What follows belongs to an exercise in optimizing a design on an open flow for small area; a production flow would make more cautious choices. At most, simulation tests tie the RTL to the original design; equivalence was not proved. Power is estimated from default activity; no workload was simulated. The clock port is modelled as an ideal driver; clocking choices that lean on that would not hold on a real chip.

Design ws2812_fade_source, start of the top module:
module ws2812_fade_source #(
  parameter int LED_COUNT  = 16,
  parameter int FADE_DIV   = 4,
  parameter int GAP_CYCLES = 1000
) (
  input  logic       CLK,
  input  logic       RST,
  input  logic [7:0] random,
  input  logic       data_request,
  output logic       trigger,
  output logic [7:0] data,
  output logic       more_data
);
==> module ws2812_fade_source, before the edit <==
module ws2812_fade_source #(
  parameter int LED_COUNT  = 16,
  parameter int FADE_DIV   = 4,
  parameter int GAP_CYCLES = 1000
) (
  input  logic       CLK,
  input  logic       RST,
  input  logic [7:0] random,
  input  logic       data_request,
  output logic       trigger,
  output logic [7:0] data,
  output logic       more_data
);
  localparam int NBYTES = ws2812_fade_source_pkg::CH_PER_LED * LED_COUNT;
  localparam int GRP    = 4;
  localparam int NGRP   = NBYTES / GRP;
  localparam int PW     = $clog2(GRP);
  localparam int CNT_W  = $clog2(((GAP_CYCLES > NBYTES) ? GAP_CYCLES : NBYTES) + 1);
  localparam int FDIV_W = (FADE_DIV > 1) ? $clog2(FADE_DIV) : 1;
  localparam logic [CNT_W-1:0]  GAP_LAST  = CNT_W'(GAP_CYCLES - 1);
  localparam logic [CNT_W-1:0]  IDX_LAST  = CNT_W'(NBYTES - 1);
  localparam logic [FDIV_W-1:0] FDIV_LAST = FDIV_W'(FADE_DIV - 1);
  logic send, tail, upd;
  logic fresh;
  logic [CNT_W-1:0]  cnt;
  logic [FDIV_W-1:0] fdiv;
  logic [GRP-1:0] ph;
  logic [PW-1:0] pp, pu;
  logic [7:0] cur [NBYTES];
  logic [7:0] tgt [NBYTES];
  logic [7:0] rnd_q [GRP-1];
  logic          gap, inc, last;
  logic          req_p, req_u;
  logic          due, rot, turn, rot_upd;
  logic [PW-1:0] pp_next, pu_next, dsel;
  logic [GRP-1:0] hs;
  logic [7:0]    rnd_d;
  logic [7:0]    cur_in, tgt_in;
  function automatic logic ones_of(input logic [CNT_W-1:0] v, input logic [CNT_W-1:0] c);
    ones_of = ((v & c) == c);
  endfunction
  assign gap   = !(send || tail || upd);
  assign req_p = send && data_request;
  assign req_u = upd;
  assign inc   = gap || req_p || req_u;
  assign last  = gap ? ones_of(cnt, GAP_LAST) : ones_of(cnt, IDX_LAST);
  assign due     = pp != '0 || pu != '0 || req_p || req_u;
  assign rot     = ph[0] && due;
  assign turn    = (ph[GRP-1:1] != '0) || !due;
  assign rot_upd = (pp == '0) && (pu != '0 || req_u);
  assign pp_next = pp + PW'(req_p) - PW'(rot && !rot_upd);
  assign pu_next = pu + PW'(req_u) - PW'(rot && rot_upd);
  assign dsel  = upd ? pu : pu + cnt[PW-1:0];
  assign rnd_d = (dsel == '0) ? random : rnd_q[dsel - PW'(1)];
  fade_step u_fade_step (
    .cur      (cur[0]),
    .tgt      (tgt[0]),
    .random   (rnd_d),
    .en       (rot_upd),
    .fresh    (fresh),
    .cur_next (cur_in),
    .tgt_next (tgt_in)
  );
  always_ff @(posedge CLK or posedge RST) begin
    if (RST) begin
      send  <= 1'b0;
      tail  <= 1'b0;
      upd   <= 1'b0;
      fresh <= 1'b1;
      cnt   <= '0;
      fdiv  <= '0;
      ph    <= GRP'(1);
      pp    <= '0;
      pu    <= '0;
    end else begin
      if (inc) begin
        cnt <= last ? '0 : cnt + CNT_W'(1);
      end
      if (gap && last) begin
        send <= 1'b1;
      end
      if (req_p && last) begin
        send <= 1'b0;
        tail <= 1'b1;
      end
      if (tail && data_request) begin
        tail <= 1'b0;
        fdiv <= (fdiv == FDIV_LAST) ? '0 : fdiv + FDIV_W'(1);
        if (fdiv == FDIV_LAST) upd <= 1'b1;
      end
      if (upd && last) begin
        upd <= 1'b0;
      end
      if (rot && rot_upd && pu_next == '0 && (!upd || last)) begin
        fresh <= 1'b0;
      end
      ph <= rot ? ph : {ph[GRP-2:0], ph[GRP-1]};
      pp <= pp_next;
      pu <= pu_next;
    end
  end
  always_ff @(posedge CLK) begin
    rnd_q[0] <= random;
    for (int i = 1; i < GRP - 1; i++) rnd_q[i] <= rnd_q[i-1];
    for (int g = 0; g < NGRP; g++) begin
      for (int j = 0; j < GRP - 1; j++) begin
        cur[g*GRP+j] <= cur[g*GRP+j+1];
        tgt[g*GRP+j] <= tgt[g*GRP+j+1];
      end
      if (g == NGRP - 1) begin
        cur[g*GRP+GRP-1] <= (cur[g*GRP] & {8{turn}}) | (cur_in & {8{rot}});
        tgt[g*GRP+GRP-1] <= (tgt[g*GRP] & {8{turn}}) | (tgt_in & {8{rot}});
      end else begin
        cur[g*GRP+GRP-1] <= (cur[g*GRP] & {8{turn}}) | (cur[g*GRP+GRP] & {8{rot}});
        tgt[g*GRP+GRP-1] <= (tgt[g*GRP] & {8{turn}}) | (tgt[g*GRP+GRP] & {8{rot}});
      end
    end
  end
  always_comb begin
    hs = '0;
    for (int j = 0; j < GRP; j++)
      for (int i = 0; i < GRP; i++)
        if (ph[j] && int'(pp) == (i + j) % GRP) hs[i] = send && !fresh;
  end
  always_comb begin
    data = 8'h00;
    for (int i = 0; i < GRP; i++) data = data | (cur[i] & {8{hs[i]}});
  end
  assign trigger   = send;
  assign more_data = send;
endmodule
Settings: LEC_CHECK=0, CAP_MARGIN=20, CORE_MARGIN=2, CORE_UTILIZATION=65, CTS_BUF_LIST=sky130_fd_sc_hd__clkbuf_16, CTS_CLUSTER_DIAMETER=100, CTS_CLUSTER_SIZE=35, GPL_ROUTABILITY_DRIVEN=1, PLACE_DENSITY=0.75, SLEW_MARGIN=20; clock period 10.0 ns.
standard.sh (not shown) runs the stock make flow with config.mk's settings and CLKGATE_MAP_FILE= SYNTH_SCRIPT=/design/flow/synth_recipe.tcl, a recipe that flattens the netlist after the stock synthesis.
==> flow/flow/run.sh <==
#!/bin/bash
# Layout flow: the standard synthesis, then its combinational logic mapped
# again by ABC for area (the registers are kept as synthesis made them, names
# and cell types), then the standard layout from floorplan on, with the
# port buffers made of the smallest buffer cell. Each tool writes its own log
# in this folder.
set -euo pipefail
HERE=$(pwd)
RES=$HERE/orfs/results/$FLOW_PLATFORM/ws2812_fade_source/base
LIB=$FLOW_HOME/platforms/$FLOW_PLATFORM/lib/sky130_fd_sc_hd__tt_025C_1v80.lib

# 1. Standard synthesis.
bash standard.sh synth > synth.log 2>&1
cp "$RES/1_2_yosys.v" "$HERE/synth_standard.v"

# 2. Area remap of the logic between the registers.
sed -e "s|@LIB@|$LIB|g" \
    -e "s|@IN@|$HERE/synth_standard.v|" \
    -e "s|@OUT@|$RES/1_2_yosys.v|" \
    -e "s|@ABC@|$HERE/flow/area.abc|" \
    flow/remap.ys.in > remap.ys
yosys -s remap.ys > remap.log 2>&1
printf 'read_liberty -lib %s\nread_verilog %s\nhierarchy -top %s\ncheck -assert\n' \
  "$LIB" "$RES/1_2_yosys.v" "$FLOW_TOP" > remap_check.ys
yosys -s remap_check.ys > remap_check.log 2>&1
rm -f "$RES/1_synth.odb" "$RES/1_synth.sdc"

# 3. Standard layout from the remapped netlist.
export BUFFER_PORTS_ARGS="-buffer_cell sky130_fd_sc_hd__buf_1"
bash standard.sh > layout.log 2>&1
==> flow/flow/area.abc <==
&get -n
&st
&syn2
&dch
&nf -a
&st
&syn2
&dch
&nf -a
&put
==> flow/flow/remap.ys.in <==
# Remap the combinational logic of the standard synthesis for area.
read_liberty -overwrite -ignore_miss_func -setattr liberty_cell @LIB@
read_verilog @IN@
hierarchy -top ws2812_fade_source
# Registers stay as they are: same instances, names and cells.
setattr -mod -set keep_hierarchy 1 sky130_fd_sc_hd__df*
flatten
opt_clean -purge
abc -liberty @LIB@ -script @ABC@ -dont_use sky130_fd_sc_hd__probe* -dont_use sky130_fd_sc_hd__lpflow*
opt_clean -purge
hilomap -singleton -hicell sky130_fd_sc_hd__conb_1 HI -locell sky130_fd_sc_hd__conb_1 LO
insbuf -buf sky130_fd_sc_hd__buf_1 A X
splitnets
opt_clean -purge
setattr -mod -unset keep_hierarchy sky130_fd_sc_hd__df*
stat -liberty @LIB@
# Write the top module only, not the library cells read above.
select ws2812_fade_source
write_verilog -noattr -nohex -nodec -selected @OUT@
The first run ran to the end with no violations.
Rerun with:
--- a/flow/design.v
+++ b/flow/design.v
@@ -58,18 +58,18 @@
   logic fresh;
   logic [CNT_W-1:0]  cnt;
   logic [FDIV_W-1:0] fdiv;
   logic [GRP-1:0] ph;
   logic [PW-1:0] pp, pu;
+  logic [PW-1:0] dsel_q;
   logic [7:0] cur [NBYTES];
   logic [7:0] tgt [NBYTES];
   logic [7:0] rnd_q [GRP-1];
   logic          gap, inc, last;
   logic          req_p, req_u;
   logic          due, rot, turn, rot_upd;
-  logic [PW-1:0] pp_next, pu_next, dsel;
-  logic [GRP-1:0] hs;
+  logic [PW-1:0] pp_next, pu_next, dsel, hsel;
   logic [7:0]    rnd_d;
   logic [7:0]    cur_in, tgt_in;
   function automatic logic ones_of(input logic [CNT_W-1:0] v, input logic [CNT_W-1:0] c);
     ones_of = ((v & c) == c);
   endfunction
@@ -82,11 +82,11 @@
   assign rot     = ph[0] && due;
   assign turn    = (ph[GRP-1:1] != '0) || !due;
   assign rot_upd = (pp == '0) && (pu != '0 || req_u);
   assign pp_next = pp + PW'(req_p) - PW'(rot && !rot_upd);
   assign pu_next = pu + PW'(req_u) - PW'(rot && rot_upd);
-  assign dsel  = upd ? pu : pu + cnt[PW-1:0];
+  assign dsel  = upd ? pu : dsel_q;
   assign rnd_d = (dsel == '0) ? random : rnd_q[dsel - PW'(1)];
   fade_step u_fade_step (
     .cur      (cur[0]),
     .tgt      (tgt[0]),
     .random   (rnd_d),
@@ -132,10 +132,11 @@
       pp <= pp_next;
       pu <= pu_next;
     end
   end
   always_ff @(posedge CLK) begin
+    dsel_q   <= dsel;
     rnd_q[0] <= random;
     for (int i = 1; i < GRP - 1; i++) rnd_q[i] <= rnd_q[i-1];
     for (int g = 0; g < NGRP; g++) begin
       for (int j = 0; j < GRP - 1; j++) begin
         cur[g*GRP+j] <= cur[g*GRP+j+1];
@@ -149,17 +150,12 @@
         tgt[g*GRP+GRP-1] <= (tgt[g*GRP] & {8{turn}}) | (tgt[g*GRP+GRP] & {8{rot}});
       end
     end
   end
   always_comb begin
-    hs = '0;
-    for (int j = 0; j < GRP; j++)
-      for (int i = 0; i < GRP; i++)
-        if (ph[j] && int'(pp) == (i + j) % GRP) hs[i] = send && !fresh;
-  end
-  always_comb begin
-    data = 8'h00;
-    for (int i = 0; i < GRP; i++) data = data | (cur[i] & {8{hs[i]}});
+    hsel = '0;
+    for (int j = 0; j < GRP; j++) if (ph[j]) hsel = PW'((int'(pp) + GRP - j) % GRP);
   end
   assign trigger   = send;
   assign more_data = send;
+  assign data      = cur[hsel] & {8{send && !fresh}};
 endmodule
- The changed run finished clean
- die area goes up slightly
- worst setup slack is better by 230 ps
- global-route usage goes down by 0.56 points
- wire length goes down slightly
- count of clock-buffer cells in the layout is unchanged
- synthesized area goes up slightly
- design area goes up slightly
- synthesized cell count goes up slightly
- register-to-register slack is better by 70 ps
- maximum frequency goes up by a few percent
- first-iteration DRC count goes down by a few percent
- total power goes up by a quarter to a third
- clock skew goes down by 9.1 ps
- sequential power goes up by a quarter to a third
Function not checked in the first run of this note: the RTL went through the layout flow alone.

separate check: timing with driven ports:
The flow's constraints put no driver on any port. The routed layouts listed below were extracted and timed again, unchanged, in two steps. Step 1: set_driving_cell puts a clkbuf_16 on CLK and a buf_2 on each other input, an assumption about the parent block. Step 2 moves the port delays by t, midway between the first and last clock arrival at a register: inputs arrive t later, outputs are due t later. That takes back most of the time a late clock gives input paths. a / b / c = no drivers / after step 1 / after step 2; a / b = the first two.
run | t (ns) | setup WS [ns] | worst setup path after step 2 | worst register clock-pin slew, ns | worst data-port slew with drivers (ns)
the first run | 0.615 | 5.232 / 5.183 / 5.249 | input to register | 0.12 / 0.12 | 0.03
the second run | 0.627 | 5.460 / 5.410 / 5.372 | input to register | 0.12 / 0.12 | 0.06
After both steps setup and hold are still met in every run listed. For the second run, which loses most, drivers alone change the setup slack by -0.050 ns; drivers and shift together by -0.088 ns.
